This design comes from an exercise in tuning for small area, a short achievable clock period and few clock cycles per item on the open sky130 flow, not from production work. In this exercise RTL edits were held to simulation tests only and were not proved equivalent to the original.

==> design/flow/design.v <==
`timescale 1ns / 1ps
package sha256_pkg;
  typedef enum logic {
    OP_ABSORB = 1'b0,
    OP_FINISH = 1'b1
  } op_e;
  typedef struct packed {
    op_e        op;
    logic [7:0] data;
  } item_t;
  typedef struct packed {
    logic        word_vld;
    logic [31:0] word;
    logic        start;
    logic        chain_init;
  } core_cmd_t;
  typedef struct packed {
    logic busy;
    logic done;
  } core_stat_t;
  localparam logic [255:0] SHA_IV = {
    32'h5be0cd19, 32'h1f83d9ab, 32'h9b05688c, 32'h510e527f,
    32'ha54ff53a, 32'h3c6ef372, 32'hbb67ae85, 32'h6a09e667
  };
  localparam logic [63:0] BLOCK_BITS = 64'd512;
  localparam logic [5:0]  LEN_POS    = 6'd56;
  localparam logic [7:0]  PAD_BYTE   = 8'h80;
endpackage
`timescale 1ns / 1ps
module sha256_front (
  input  logic       clk_i,
  input  logic       rst_ni,
  input  logic       s_axis_tvalid,
  output logic       s_axis_tready,
  input  logic [7:0] s_axis_tdata,    
  input  logic       s_axis_tuser,    
  output logic       q_valid_o,
  output sha256_pkg::item_t      q_item_o,
  input  logic       q_ready_i
);
  logic [8:0]  entry_q [2];
  logic        wr_ptr_q, wr_ptr_d;
  logic        rd_ptr_q, rd_ptr_d;
  logic [1:0]  cnt_q, cnt_d;
  logic        push, pop;
  sha256_pkg::item_t       item_in;
  always_comb begin
    item_in.op   = s_axis_tuser ? sha256_pkg::OP_FINISH : sha256_pkg::OP_ABSORB;
    item_in.data = s_axis_tdata;
  end
  assign s_axis_tready = (cnt_q != 2'd2);
  assign push          = s_axis_tvalid && s_axis_tready;
  assign q_valid_o     = (cnt_q != 2'd0);
  assign pop           = q_valid_o && q_ready_i;
  assign q_item_o      = entry_q[rd_ptr_q];
  always_comb begin
    wr_ptr_d = push ? ~wr_ptr_q : wr_ptr_q;
    rd_ptr_d = pop ? ~rd_ptr_q : rd_ptr_q;
    cnt_d    = cnt_q + {1'b0, push} - {1'b0, pop};
  end
  always_ff @(posedge clk_i or negedge rst_ni) begin
    if (!rst_ni) begin
      wr_ptr_q <= 1'b0;
      rd_ptr_q <= 1'b0;
      cnt_q    <= 2'd0;
    end else begin
      wr_ptr_q <= wr_ptr_d;
      rd_ptr_q <= rd_ptr_d;
      cnt_q    <= cnt_d;
    end
  end
  always_ff @(posedge clk_i) begin
    if (push) begin
      entry_q[wr_ptr_q] <= item_in;
    end
  end
endmodule
`timescale 1ns / 1ps
module sha256_core (
  input  logic              clk_i,
  input  logic              rst_ni,
  input  sha256_pkg::core_cmd_t         cmd_i,
  output sha256_pkg::core_stat_t        stat_o,
  output logic [7:0][31:0]  chain_o
);
  function automatic logic [31:0] big0(input logic [31:0] x);
    big0 = {x[1:0], x[31:2]} ^ {x[12:0], x[31:13]} ^ {x[21:0], x[31:22]};
  endfunction
  function automatic logic [31:0] big1(input logic [31:0] x);
    big1 = {x[5:0], x[31:6]} ^ {x[10:0], x[31:11]} ^ {x[24:0], x[31:25]};
  endfunction
  function automatic logic [31:0] small0(input logic [31:0] x);
    small0 = {x[6:0], x[31:7]} ^ {x[17:0], x[31:18]} ^ {3'b000, x[31:3]};
  endfunction
  function automatic logic [31:0] small1(input logic [31:0] x);
    small1 = {x[16:0], x[31:17]} ^ {x[18:0], x[31:19]} ^ {10'b0, x[31:10]};
  endfunction
  function automatic logic [31:0] choose(input logic [31:0] e, input logic [31:0] f,
                                         input logic [31:0] g);
    choose = (e & f) ^ (~e & g);
  endfunction
  function automatic logic [31:0] major(input logic [31:0] a, input logic [31:0] b,
                                        input logic [31:0] c);
    major = (a & b) ^ (a & c) ^ (b & c);
  endfunction
  function automatic logic [31:0] round_k(input logic [5:0] t);
    unique case (t)
      6'd0:  round_k = 32'h428a2f98;
      6'd1:  round_k = 32'h71374491;
      6'd2:  round_k = 32'hb5c0fbcf;
      6'd3:  round_k = 32'he9b5dba5;
      6'd4:  round_k = 32'h3956c25b;
      6'd5:  round_k = 32'h59f111f1;
      6'd6:  round_k = 32'h923f82a4;
      6'd7:  round_k = 32'hab1c5ed5;
      6'd8:  round_k = 32'hd807aa98;
      6'd9:  round_k = 32'h12835b01;
      6'd10: round_k = 32'h243185be;
      6'd11: round_k = 32'h550c7dc3;
      6'd12: round_k = 32'h72be5d74;
      6'd13: round_k = 32'h80deb1fe;
      6'd14: round_k = 32'h9bdc06a7;
      6'd15: round_k = 32'hc19bf174;
      6'd16: round_k = 32'he49b69c1;
      6'd17: round_k = 32'hefbe4786;
      6'd18: round_k = 32'h0fc19dc6;
      6'd19: round_k = 32'h240ca1cc;
      6'd20: round_k = 32'h2de92c6f;
      6'd21: round_k = 32'h4a7484aa;
      6'd22: round_k = 32'h5cb0a9dc;
      6'd23: round_k = 32'h76f988da;
      6'd24: round_k = 32'h983e5152;
      6'd25: round_k = 32'ha831c66d;
      6'd26: round_k = 32'hb00327c8;
      6'd27: round_k = 32'hbf597fc7;
      6'd28: round_k = 32'hc6e00bf3;
      6'd29: round_k = 32'hd5a79147;
      6'd30: round_k = 32'h06ca6351;
      6'd31: round_k = 32'h14292967;
      6'd32: round_k = 32'h27b70a85;
      6'd33: round_k = 32'h2e1b2138;
      6'd34: round_k = 32'h4d2c6dfc;
      6'd35: round_k = 32'h53380d13;
      6'd36: round_k = 32'h650a7354;
      6'd37: round_k = 32'h766a0abb;
      6'd38: round_k = 32'h81c2c92e;
      6'd39: round_k = 32'h92722c85;
      6'd40: round_k = 32'ha2bfe8a1;
      6'd41: round_k = 32'ha81a664b;
      6'd42: round_k = 32'hc24b8b70;
      6'd43: round_k = 32'hc76c51a3;
      6'd44: round_k = 32'hd192e819;
      6'd45: round_k = 32'hd6990624;
      6'd46: round_k = 32'hf40e3585;
      6'd47: round_k = 32'h106aa070;
      6'd48: round_k = 32'h19a4c116;
      6'd49: round_k = 32'h1e376c08;
      6'd50: round_k = 32'h2748774c;
      6'd51: round_k = 32'h34b0bcb5;
      6'd52: round_k = 32'h391c0cb3;
      6'd53: round_k = 32'h4ed8aa4a;
      6'd54: round_k = 32'h5b9cca4f;
      6'd55: round_k = 32'h682e6ff3;
      6'd56: round_k = 32'h748f82ee;
      6'd57: round_k = 32'h78a5636f;
      6'd58: round_k = 32'h84c87814;
      6'd59: round_k = 32'h8cc70208;
      6'd60: round_k = 32'h90befffa;
      6'd61: round_k = 32'ha4506ceb;
      6'd62: round_k = 32'hbef9a3f7;
      6'd63: round_k = 32'hc67178f2;
    endcase
  endfunction
  logic [7:0][31:0]  chain_q;
  logic [7:0][31:0]  v_q;
  logic [15:0][31:0] w_q;
  logic [5:0]        round_q;
  logic              busy_q;
  logic              add_q;
  logic [31:0] t1, t2, sched_new;
  always_comb begin
    t1 = v_q[7] + big1(v_q[4]) + choose(v_q[4], v_q[5], v_q[6]) + round_k(round_q) + w_q[0];
    t2 = big0(v_q[0]) + major(v_q[0], v_q[1], v_q[2]);
    sched_new = small1(w_q[14]) + w_q[9] + small0(w_q[1]) + w_q[0];
  end
  always_ff @(posedge clk_i or negedge rst_ni) begin
    if (!rst_ni) begin
      busy_q  <= 1'b0;
      add_q   <= 1'b0;
      round_q <= 6'd0;
      chain_q <= sha256_pkg::SHA_IV;
    end else begin
      add_q <= busy_q && (round_q == 6'd63);
      if (cmd_i.start) begin
        busy_q  <= 1'b1;
        round_q <= 6'd0;
      end else if (busy_q) begin
        round_q <= round_q + 6'd1;
        if (round_q == 6'd63) begin
          busy_q <= 1'b0;
        end
      end
      if (cmd_i.chain_init) begin
        chain_q <= sha256_pkg::SHA_IV;
      end else if (add_q) begin
        for (int i = 0; i < 8; i++) begin
          chain_q[i] <= chain_q[i] + v_q[i];
        end
      end
    end
  end
  always_ff @(posedge clk_i) begin
    if (cmd_i.start) begin
      v_q <= chain_q;
    end else if (busy_q) begin
      v_q[7] <= v_q[6];
      v_q[6] <= v_q[5];
      v_q[5] <= v_q[4];
      v_q[4] <= v_q[3] + t1;
      v_q[3] <= v_q[2];
      v_q[2] <= v_q[1];
      v_q[1] <= v_q[0];
      v_q[0] <= t1 + t2;
    end
    if (cmd_i.word_vld || busy_q) begin
      for (int i = 0; i < 15; i++) begin
        w_q[i] <= w_q[i+1];
      end
      w_q[15] <= busy_q ? sched_new : cmd_i.word;
    end
  end
  assign stat_o.busy = busy_q;
  assign stat_o.done = add_q;
  assign chain_o     = chain_q;
endmodule
`timescale 1ns / 1ps
module sha256_back (
  input  logic              clk_i,
  input  logic              rst_ni,
  input  logic              q_valid_i,
  input  sha256_pkg::item_t             q_item_i,
  output logic              q_ready_o,
  output sha256_pkg::core_cmd_t         cmd_o,
  input  sha256_pkg::core_stat_t        stat_i,
  input  logic [7:0][31:0]  chain_i,
  output logic              m_axis_tvalid,
  input  logic              m_axis_tready,
  output logic [31:0]       m_axis_tdata,    
  output logic [2:0]        m_axis_tuser,    
  output logic              m_axis_tlast     
);
  localparam logic [1:0] ST_RUN  = 2'd0;
  localparam logic [1:0] ST_PAD  = 2'd1;
  localparam logic [1:0] ST_WAIT = 2'd2;
  localparam logic [1:0] ST_OUT  = 2'd3;
  logic [1:0]  state_q, state_d;
  logic [5:0]  fill_q, fill_d;
  logic [23:0] acc_q, acc_d;
  logic [63:0] bitlen_q, bitlen_d;
  logic [63:0] total_q, total_d;
  logic        pad_q, pad_d;
  logic        sent80_q, sent80_d;
  logic        lenblk_q, lenblk_d;
  logic        final_q, final_d;
  logic [2:0]  idx_q, idx_d;
  logic        m_valid_q, m_valid_d;
  logic [31:0] m_data_q, m_data_d;
  logic [2:0]  m_user_q, m_user_d;
  logic        m_last_q, m_last_d;
  logic        byte_vld;
  logic [7:0]  byte_val;
  logic [63:0] len_shift;
  assign len_shift = total_q >> {~fill_q[2:0], 3'b000};
  always_comb begin
    state_d   = state_q;
    fill_d    = fill_q;
    acc_d     = acc_q;
    bitlen_d  = bitlen_q;
    total_d   = total_q;
    pad_d     = pad_q;
    sent80_d  = sent80_q;
    lenblk_d  = lenblk_q;
    final_d   = final_q;
    idx_d     = idx_q;
    m_valid_d = m_valid_q;
    m_data_d  = m_data_q;
    m_user_d  = m_user_q;
    m_last_d  = m_last_q;
    byte_vld  = 1'b0;
    byte_val  = 8'h00;
    q_ready_o = 1'b0;
    cmd_o     = '0;
    if (m_axis_tready) begin
      m_valid_d = 1'b0;
    end
    unique case (state_q)
      ST_RUN: begin
        q_ready_o = 1'b1;
        if (q_valid_i) begin
          if (q_item_i.op == sha256_pkg::OP_ABSORB) begin
            byte_vld = 1'b1;
            byte_val = q_item_i.data;
          end else begin
            total_d  = bitlen_q + {55'b0, fill_q, 3'b000};
            pad_d    = 1'b1;
            sent80_d = 1'b0;
            lenblk_d = 1'b0;
            final_d  = 1'b0;
            state_d  = ST_PAD;
          end
        end
      end
      ST_PAD: begin
        byte_vld = 1'b1;
        if (!sent80_q) begin
          byte_val = sha256_pkg::PAD_BYTE;
          sent80_d = 1'b1;
          lenblk_d = (fill_q < sha256_pkg::LEN_POS);
        end else if (lenblk_q && (fill_q >= sha256_pkg::LEN_POS)) begin
          byte_val = len_shift[7:0];
        end
      end
      ST_WAIT: begin
        if (stat_i.done) begin
          if (final_q) begin
            idx_d   = 3'd0;
            state_d = ST_OUT;
          end else if (pad_q) begin
            state_d = ST_PAD;
          end else begin
            state_d = ST_RUN;
          end
        end
      end
      ST_OUT: begin
        if (!m_valid_q || m_axis_tready) begin
          m_valid_d = 1'b1;
          m_data_d  = chain_i[idx_q];
          m_user_d  = idx_q;
          m_last_d  = (idx_q == 3'd7);
          idx_d     = idx_q + 3'd1;
          if (idx_q == 3'd7) begin
            cmd_o.chain_init = 1'b1;
            bitlen_d = 64'd0;
            pad_d    = 1'b0;
            final_d  = 1'b0;
            state_d  = ST_RUN;
          end
        end
      end
    endcase
    if (byte_vld) begin
      fill_d = fill_q + 6'd1;
      if (fill_q[1:0] == 2'b11) begin
        cmd_o.word_vld = 1'b1;
        cmd_o.word     = {acc_q, byte_val};
      end else begin
        acc_d = {acc_q[15:0], byte_val};
      end
      if (fill_q == 6'd63) begin
        cmd_o.start = 1'b1;
        state_d     = ST_WAIT;
        if (pad_q) begin
          final_d  = lenblk_q;
          lenblk_d = 1'b1;
        end else begin
          bitlen_d = bitlen_q + sha256_pkg::BLOCK_BITS;
        end
      end
    end
  end
  always_ff @(posedge clk_i or negedge rst_ni) begin
    if (!rst_ni) begin
      state_q   <= ST_RUN;
      fill_q    <= 6'd0;
      bitlen_q  <= 64'd0;
      pad_q     <= 1'b0;
      sent80_q  <= 1'b0;
      lenblk_q  <= 1'b0;
      final_q   <= 1'b0;
      idx_q     <= 3'd0;
      m_valid_q <= 1'b0;
    end else begin
      state_q   <= state_d;
      fill_q    <= fill_d;
      bitlen_q  <= bitlen_d;
      pad_q     <= pad_d;
      sent80_q  <= sent80_d;
      lenblk_q  <= lenblk_d;
      final_q   <= final_d;
      idx_q     <= idx_d;
      m_valid_q <= m_valid_d;
    end
  end
  always_ff @(posedge clk_i) begin
    acc_q    <= acc_d;
    total_q  <= total_d;
    m_data_q <= m_data_d;
    m_user_q <= m_user_d;
    m_last_q <= m_last_d;
  end
  assign m_axis_tvalid = m_valid_q;
  assign m_axis_tdata  = m_data_q;
  assign m_axis_tuser  = m_user_q;
  assign m_axis_tlast  = m_last_q;
endmodule
`timescale 1ns / 1ps
module sha256_byte_stream_hasher_top (
  input  logic        clk_i,
  input  logic        rst_ni,
  input  logic        s_axis_tvalid,
  output logic        s_axis_tready,
  input  logic [7:0]  s_axis_tdata,    
  input  logic        s_axis_tuser,    
  output logic        m_axis_tvalid,
  input  logic        m_axis_tready,
  output logic [31:0] m_axis_tdata,    
  output logic [2:0]  m_axis_tuser,    
  output logic        m_axis_tlast     
);
  logic             q_valid;
  logic             q_ready;
  sha256_pkg::item_t            q_item;
  sha256_pkg::core_cmd_t        core_cmd;
  sha256_pkg::core_stat_t       core_stat;
  logic [7:0][31:0] chain;
  sha256_front u_front (
    .clk_i         (clk_i),
    .rst_ni        (rst_ni),
    .s_axis_tvalid (s_axis_tvalid),
    .s_axis_tready (s_axis_tready),
    .s_axis_tdata  (s_axis_tdata),
    .s_axis_tuser  (s_axis_tuser),
    .q_valid_o     (q_valid),
    .q_item_o      (q_item),
    .q_ready_i     (q_ready)
  );
  sha256_back u_back (
    .clk_i         (clk_i),
    .rst_ni        (rst_ni),
    .q_valid_i     (q_valid),
    .q_item_i      (q_item),
    .q_ready_o     (q_ready),
    .cmd_o         (core_cmd),
    .stat_i        (core_stat),
    .chain_i       (chain),
    .m_axis_tvalid (m_axis_tvalid),
    .m_axis_tready (m_axis_tready),
    .m_axis_tdata  (m_axis_tdata),
    .m_axis_tuser  (m_axis_tuser),
    .m_axis_tlast  (m_axis_tlast)
  );
  sha256_core u_core (
    .clk_i   (clk_i),
    .rst_ni  (rst_ni),
    .cmd_i   (core_cmd),
    .stat_o  (core_stat),
    .chain_o (chain)
  );
endmodule
==> design/flow/run.sh <==
#!/bin/bash
# synth_recipe.tcl (not shown) runs the flow's synth.tcl, then flattens the netlist and writes it again
# the make line also repeats each setting of config.mk as NAME=value (left out here)
make -C /OpenROAD-flow-scripts/flow DESIGN_CONFIG=/design/flow/config.mk WORK_HOME=/design/flow/orfs CLKGATE_MAP_FILE= SYNTH_SCRIPT=/design/flow/synth_recipe.tcl finish
==> design/flow/config.mk <==
export PLATFORM = sky130hd
export DESIGN_NAME = sha256_byte_stream_hasher_top
export DESIGN_NICKNAME = sha256_byte_stream_hasher_top
export VERILOG_FILES = /design/flow/design.v
export SDC_FILE = /design/flow/constraint.sdc
export NUM_CORES = 4
export LEC_CHECK = 0
export CAP_MARGIN = 20
export CORE_MARGIN = 2
export CORE_UTILIZATION = 40
export SLEW_MARGIN = 20
==> design/flow/constraint.sdc <==
create_clock -name core_clock -period 12.0 [get_ports {clk_i}]
set_input_delay 2.4000 -clock core_clock [delete_from_list [all_inputs] [get_ports {clk_i}]]
set_output_delay 2.4000 -clock core_clock [all_outputs]
set_load 0.01 [all_outputs]
==> impl_metrics.tcl <==
set metrics [dict create \
    path_max_fanout 17 \
    met3_length_mm 15.8 \
    dieHeight_um 441 \
    yosys-top-cells-area "edfxtp_1, dfrtp_1, ha_1" \
    num_vias 55300 \
    die_w_um 441 \
    antenna_left 0 \
    cpMaxStageDelayCell "ha_1" \
    routed_wl_mm 234 \
    cpPeakStageDelay_ns 0.79 \
    gr-total-overflow 0 \
    ctsHtreeMaxLevel 4 \
    worstSetupPathType "reg -> reg" \
    wl_met2_mm 107 \
    drcViolationCount 0 \
    start_util_pct 40.2 \
    clk_path_buf_depth 3 \
    dieArea_um2 194000 \
    area_growth_pct 10.4 \
    final_cell_mix "nand2_1, edfxtp_1, o21ai_0" \
    numCtsBuffers 143 \
    cts_tree "built" \
    holdCritPathClass "reg -> reg" \
    cts_resized 0 \
    reg2reg_depth 36 \
    drtIter0Drc 5695 \
    worstPathRequired_ns 12.51 \
    cts-hold-fix-buffers 0 \
    routed_via_density 5.69 \
    placed_cells 9435 \
    drt-met1-wl_mm 105 \
    drive_gt1_share_pct 8.57 \
    dp_hpwl_mm 171 \
    yosysSeqAreaShare_pct 47.4 \
    finClkSkew_ns 0.0467 \
    track_usage_pct 23.9 \
    synth.top_cell.area_share_pct 35.8 \
    maxSlewViolCount 0 \
    routedWlPerCell_um 24.1 \
    worstMarginPinSlew_ns 1.08 \
    avgSynthCellArea_um2 10.7 \
    core_area_um2 190000 \
    startpoint_type "register" \
    synthesis.nets 7742 \
    synth_edf_count 910 \
    grt_pass1_vias 52600 \
    setup_viol 0 \
    slew_headroom_pct 27.1 \
    maxCapViolations 0 \
    rsz0062_at_grt "no" \
    instances_no_fill 9703 \
    final_nets 7690 \
    ys_ff_latch 1258 \
    route.top_layer_used "met5" \
    status "timing/DRC/antenna clean" \
    fin_crit_sh_pct 89.1 \
    hold-path-cell-count 0 \
    setup.worst_path.end_class "register" \
    synth_top_area_cell "edfxtp_1" \
    cts_sinks 1258 \
    fill_cells 17700 \
    io_pins 51 \
    finalCriticalPeriod_ns 10.69 \
    cts_setup_buffers 0 \
    antenna_found_initial 4 \
    async_flop_share_pct 27.7 \
    fmax_ghz 0.0935 \
    portBuffers 50 \
    totalNegativeSetupSlack_ns 0 \
    grt_max_degree 161 \
    clock-root-buffer "clkbuf_16" \
    fp-row-count 160 \
    syn_inst 7121 \
    grt_pass1_wl_mm 349 \
    syn-cell-area_um2 76400 \
    register_area_um2 36200 \
    dr.pass1.iters 8 \
    synth-warning-count 3 \
    final_common_cell "nand2_1" \
    synth_flop_cell "edfxtp_1" \
    multi_input_area_um2 37900 \
    hold_viol 0 \
    gp_congestion 0.935 \
    cts.clk_slew.worst_paths_ns 0.07 \
    synth_cell_types 97 \
    clock_latency_ns 0.84 \
    crit_arrival_ns 11.21 \
]
-- cells in the mapped netlist, drive strengths merged (81+ instances only) --
library cell	count
a21o	167
inv	307
nor3	81
xnor2	433
dfrtp	212
fa	196
ha	412
nand2	1040
a21oi	454
xor2	185
mux4	86
clkbuf	273
nor2	474
nand3	134
mux2i	129
edfxtp	910
o21ai	487
dfstp	136
-- routing by layer --
metal  vias to the layer above  track usage (%)
met2                      1923             37.2
met5                         -                0
met1                     27600             34.0
li1                      25400                -
met4                         2             6.84
met3                       328             4.38
-- per-stage QoR --
step | util (%) | instance area, um^2 | setup WS, ns | hold slack, ns
2_1_floorplan | - | 76400 | 3.22 | 0.400
3_3_place_gp | 41.9 | 79500 | 1.58 | 0.400
3_5_place_dp | 41.9 | 79500 | 1.54 | 0.405
4_1_cts | 44.4 | 84300 | 1.45 | 0.401
5_1_grt | 44.4 | 84300 | 0.752 | 0.408
6_report | 44.4 | 84300 | 1.31 | 0.404
-- final timing paths --
kind / end / slack (ns) / startpoint
worst max-delay path: u_core.v_q[31]$_DFFE_PP_ / 1.31 / u_core.round_q[1]$_DFFE_PN0P_
min in group asynchronous: u_back.bitlen_q[63]$_DFF_PN0_ / 1.52 / rst_ni
worst min register to register: u_core.w_q[162]$_DFFE_PP_ / 0.40 / u_core.w_q[194]$_DFFE_PP_
max in group asynchronous: u_core.round_q[3]$_DFFE_PN0P_ / 8.09 / rst_ni
worst max register to register: u_core.v_q[31]$_DFFE_PP_ / 1.31 / u_core.round_q[1]$_DFFE_PN0P_
worst min-delay path: u_core.w_q[162]$_DFFE_PP_ / 0.40 / u_core.w_q[194]$_DFFE_PP_
-- layout make-up --
type,count,area share (%)
Tap cell,2511,3.73
Timing Repair Buffer,128,1.36
Inverter,309,1.38
Antenna cell,1,0.00297
Sequential cell,1258,43.0
Multi-Input combinational cell,5229,44.9
Clock buffer,192,4.62
Clock inverter,75,1.05
-- flip-flops by register name, summed over array words and instances (netlist names), 2 cells and up --
signal and flops:
u_back.bitlen_q 64, u_back.state_q 2, u_core.v_q 256, u_back.total_q 64, u_back.acc_q 24, u_back.fill_q 6
u_back.idx_q 3, u_core.w_q 512, u_back.m_user_q 3, u_front.cnt_q 2, u_core.chain_q 256, u_core.round_q 6
u_front.entry_q 18, u_back.m_data_q 32
-- worst max-delay path, delay by kind of cell (launching register included) --
family / cells / cell delay [ns]
compound gates: 10 / 2.32
mux: 1 / 0.56
xor+xnor: 3 / 0.65
buf+inv: 4 / 0.89
fa+ha+maj: 8 / 3.57
flops: 1 / 0.71
simple gates: 10 / 1.67
-- cells by family after synthesis --
kind of cell	count (synthesis)	share of synthesized area [%]
buffers and inverters	634	3.13
AND/OR/NAND/NOR	2105	12.1
multiplexers	256	4.83
adder cells (fa/ha/maj)	635	12.2
flip-flops	1258	47.4
AO/OA/AOI/OAI	1614	13.2
XOR/XNOR	619	7.12
Testbench counts, summed over its fixed seeds: cycles 144,160, bytes 62,794.

## what the ideal ports hide
The results above use ideal ports. As a check the final layout listed here was re-extracted and re-timed, cells and wires unchanged.
Step 1 sets driving cells, clkbuf_16 on the clock port and buf_2 on the other inputs (assumed; they add their load-dependent delay and slew).
Step 2, shift: input delay + t, output delay - t, t = (earliest + latest rising clock arrival at the registers) / 2. This alone moves slack from input paths to output paths.
a / b / c = ideal ports / drivers / drivers and shift; a / b = the first two.
shift t [ns]: 0.900
setup slack, ns: 1.307 / 1.307 / 1.307
pins driven straight from the clock port: 1
After both steps this run still meets setup and hold. For this run, drivers alone change the setup slack by 0.000 ns; drivers and shift together by 0.000 ns.
